Background: an optimization exercise with open tools, aiming at small area, a short achievable clock period and few clock cycles. Do not read the settings as production practice. At most, simulation tests tie the RTL to the original design; equivalence was not proved. Power is estimated from default activity; no workload was simulated.

Design ttt_main, start of the top module:
module ttt_main (
    input  logic                                reset,
    input  logic                                clock_fast,
    output logic [2:0]                          stage,
    input  logic [4-1:0]        processor_id_in,
    output logic [4-1:0]        processor_id_out,
    input  logic [4-1:0]     good_tokens_in,
    input  logic [4-1:0]     bad_tokens_in,
    output logic [1:0]                          token_startstop,
    output logic                                output_valid,
    input  logic [4:0]                          instruction,
    input  logic [6-1:0]        connection_id_in,
    input  logic [8-1:0]           prog_data
);
clock: 6.5 ns
lec_check: 0
abc_clock_period_in_ps: 3000
cap_margin: 30
core_margin: 2
core_utilization: 40
cts_buf_list: sky130_fd_sc_hd__clkbuf_16
cts_cluster_diameter: 60
cts_cluster_size: 20
setup_slack_margin: 3.3
slew_margin: 20
run.sh (not shown) runs the stock make flow with config.mk's settings and CLKGATE_MAP_FILE= SYNTH_SCRIPT=/design/flow/synth_recipe.tcl, a recipe that flattens the netlist after the stock synthesis.
The first run passed the timing, DRC and antenna checks.
Testbench counts at the start, summed over its fixed seeds: cycles 4,393.
Change:
--- a/flow/design.v
+++ b/flow/design.v
@@ -41,14 +41,15 @@
     logic [7:0]  x_data;
     logic        x_neg;       
     logic [NP/2-1:0] y_hit;   
     logic [7:0]      y_data;
     logic          busy;        
     logic          busy_o;      
     logic          r_first;     
+    logic [NP-1:0] mod_q;
     logic [NP-1:0] pend;        
     logic [5:0]    w_idx;       
     logic [5:0]    w_end;       
     logic          w_stop;      
     logic [3:0]    m_lo [2];
     logic [NG-1:0] m_hi [2];
     function automatic logic ge8(input logic [7:0] a, input logic [7:0] b);
@@ -64,14 +65,15 @@
     logic [NP-1:0] act_now;
     always_comb begin
         for (int i = 0; i < NP; i++)
             act_now[i] = ge8(g_cnt[i], g_thr[i]) && !ge8(b_cnt[i], b_thr[i]);
     end
     logic [NP-1:0] src_pend;
     logic [NP-1:0] src_one;      
+    logic [NP-1:0] one_q;        
     logic          have_src;
     logic [5:0]    w_rem;
     logic          have0;
     logic          have1;
     logic          take1;        
     logic          last_step;
     logic          do_load;
@@ -80,31 +82,34 @@
     logic [3:0]    ld_id;
     logic          ld_start;
     assign src_pend  = pend;
     assign have_src  = |src_pend;
     assign w_rem     = w_end - w_idx;
     assign have0     = (w_rem != 6'd0);
     assign have1     = (w_rem[5:1] != 5'd0);
-    always_comb begin
+    function automatic logic [NP-1:0] lowest(input logic [NP-1:0] v);
         logic [NP-1:0] seen;
         seen = '0;
         for (int i = 0; i < NP; i++) begin
-            src_one[i] = src_pend[i] && !seen[i];
-            if (i + 1 < NP) seen[i+1] = seen[i] | src_pend[i];
+            lowest[i] = v[i] && !seen[i];
+            if (i + 1 < NP) seen[i+1] = seen[i] | v[i];
         end
+    endfunction
+    assign src_one = one_q;
+    always_comb begin
         ld_first = '0;
         ld_end = '0;
         ld_id = '0;
         ld_start = 1'b0;
         for (int i = 0; i < NP; i++) begin
             if (src_one[i]) begin
                 ld_first = ld_first | first[i];
                 ld_end = ld_end | first[i+1];
                 ld_id = ld_id | 4'(i);
-                ld_start = ld_start | act[i];
+                ld_start = ld_start | (act[i] ^ r_first);
             end
         end
     end
     logic [13:0]     rd_bank [2];    
     logic [NP/2-1:0] bk_hit [2];     
     logic [1:0]      bk_x;
     logic [1:0]      bk_y;
@@ -141,15 +146,23 @@
         rd_x = w_idx[0] ? {bk_x[0], bk_x[1]} : bk_x;
         rd_y = w_idx[0] ? {bk_y[0], bk_y[1]} : bk_y;
     end
     logic pair_ok;
     assign pair_ok = !(bk_x[0] && bk_x[1]) && !(bk_y[0] && bk_y[1]);
     assign take1 = have1 && pair_ok;
     assign last_step = (w_rem[5:1] == 5'd0) || ((w_rem == 6'd2) && take1);
-    assign do_load = have_src && last_step;
+    logic first_sure;
+    always_comb begin
+        logic [NP-1:0] at_or_below;
+        at_or_below[NP-1] = one_q[NP-1];
+        for (int i = NP - 2; i >= 0; i--) at_or_below[i] = at_or_below[i+1] | one_q[i];
+        if (one_q == '0) first_sure = (mod_q == '0);
+        else first_sure = !(|(mod_q & at_or_below));
+    end
+    assign do_load = have_src && last_step && (!r_first || first_sure);
     function automatic logic signed [7:0] sat_add(input logic signed [7:0] c,
                                                   input logic signed [3:0] a);
         logic [4:0] lo;
         logic [3:0] hi_inc;
         logic [3:0] hi_dec;
         logic [3:0] hi;
         logic       ovf;
@@ -198,14 +211,15 @@
         for (int i = 0; i <= NP; i++) in_hit[i] = (processor_id_in == 4'(i));
     end
     always_ff @(posedge clock_fast) begin
         if (reset) begin
             busy <= 1'b0;
             r_first <= 1'b0;
             pend <= '0;
+            one_q <= '0;
             w_idx <= '0;
             w_end <= '0;
             w_stop <= 1'b0;
             output_valid <= 1'b0;
             x_add <= 1'b0;
             x_gthr <= 1'b0;
             x_bthr <= 1'b0;
@@ -253,18 +267,37 @@
                             y_data <= {good_tokens_in, bad_tokens_in};
                         end
                     end
                 endcase
                 if (is_adv) begin
                     busy <= 1'b1;
                     r_first <= 1'b1;
+                    pend <= act_now ^ act;
+                    one_q <= lowest(act_now ^ act);
+                end
+                for (int i = 0; i < NP / 2; i++) begin
+                    mod_q[i] <= (x_add || x_gthr || x_bthr || x_upd) && x_hit[i];
+                    mod_q[NP/2+i] <= y_hit[i] ||
+                                     ((x_gthr || x_bthr || x_upd) && x_hit[NP/2+i]);
                 end
             end else if (r_first) begin
                 r_first <= 1'b0;
-                pend <= act_now ^ act;
+                if (do_load) begin
+                    w_idx <= ld_first;
+                    w_end <= ld_end;
+                    w_stop <= !ld_start;
+                    output_valid <= 1'b1;
+                    processor_id_out <= ld_id;
+                    token_startstop <= {ld_start, !ld_start};
+                    pend <= (act_now ^ act) & ~src_one;
+                    one_q <= lowest((act_now ^ act) & ~src_one);
+                end else begin
+                    pend <= act_now ^ act;
+                    one_q <= lowest(act_now ^ act);
+                end
                 if (act_now == act) busy <= 1'b0;
             end else begin
                 if (have0) begin
                     x_add <= rd_x[0] || (take1 && rd_x[1]);
                     x_hit <= {6'd0, rd_x[0] ? rd_hit[0] : rd_hit[1]};
                     x_data <= rd_x[0] ? rd_wt[0] : rd_wt[1];
                     x_neg <= w_stop;
@@ -276,21 +309,22 @@
                     w_idx <= ld_first;
                     w_end <= ld_end;
                     w_stop <= !ld_start;
                     output_valid <= 1'b1;
                     processor_id_out <= ld_id;
                     token_startstop <= {ld_start, !ld_start};
                     pend <= src_pend & ~src_one;
+                    one_q <= lowest(src_pend & ~src_one);
                 end
                 if (!have_src && last_step) busy <= 1'b0;
             end
         end
     end
     always_ff @(posedge clock_fast) begin
-        if (busy && !r_first && do_load) begin
+        if (busy && do_load) begin
             logic [3:0]    lo;
             logic [NG-1:0] hi;
             for (int k = 0; k < 4; k++) lo[k] = (ld_first[2:1] == 2'(k));
             for (int j = 0; j < NG; j++) hi[j] = (ld_first[5:3] == 3'(j));
             m_lo[1] <= lo;
             m_hi[1] <= hi;
             if (ld_first[0]) begin
Effect: Via count goes up by 7.7%. Count of clock-buffer cells in the layout goes up by 7. Clock skew goes up by 0.0071 ns. Total power goes up by 10%. Routed wire length goes up by 8.5%. Sequential power goes up by 2.8%. Combinational power goes up by 44%. Final cell count goes up by 5.2%. Sequential share of layout area goes down by 1.9 points. First-iteration DRC count goes up by 24%. Final area goes up by 4.7%. Die area goes up by 3.2%. Setup slack degrades by 0.17 ns.
No functional check of the RTL was part of the second run of this note.

-- static timing again, ports no longer ideal --
Ports are ideal in the flow. The routed layouts listed here were re-timed in OpenROAD.
Step 1: set_driving_cell puts a clkbuf_16 on clock_fast and a buf_2 on each other input, an assumption about the parent block.
Step 2, shift: input delay + t, output delay - t, t = (earliest + latest rising clock arrival at the registers) / 2. This alone moves slack from input paths to output paths.
Slacks: no drivers / after step 1 / after step 2; pairs: no drivers / after step 1.
| run | t (ns) | setup WS [ns] | worst setup path at the end | clock arrival spread, ns |
|---|---|---|---|---|
| the first run | 0.736 | 3.231 / 3.231 / 2.730 | input to register | 0.046 / 0.047 |
| the second run | 0.743 | 3.061 / 3.061 / 2.626 | input to register | 0.052 / 0.052 |
After both steps every run listed still meets setup and hold. For the first run, which loses most, drivers alone change the setup slack by 0.000 ns; drivers and shift together by -0.501 ns.
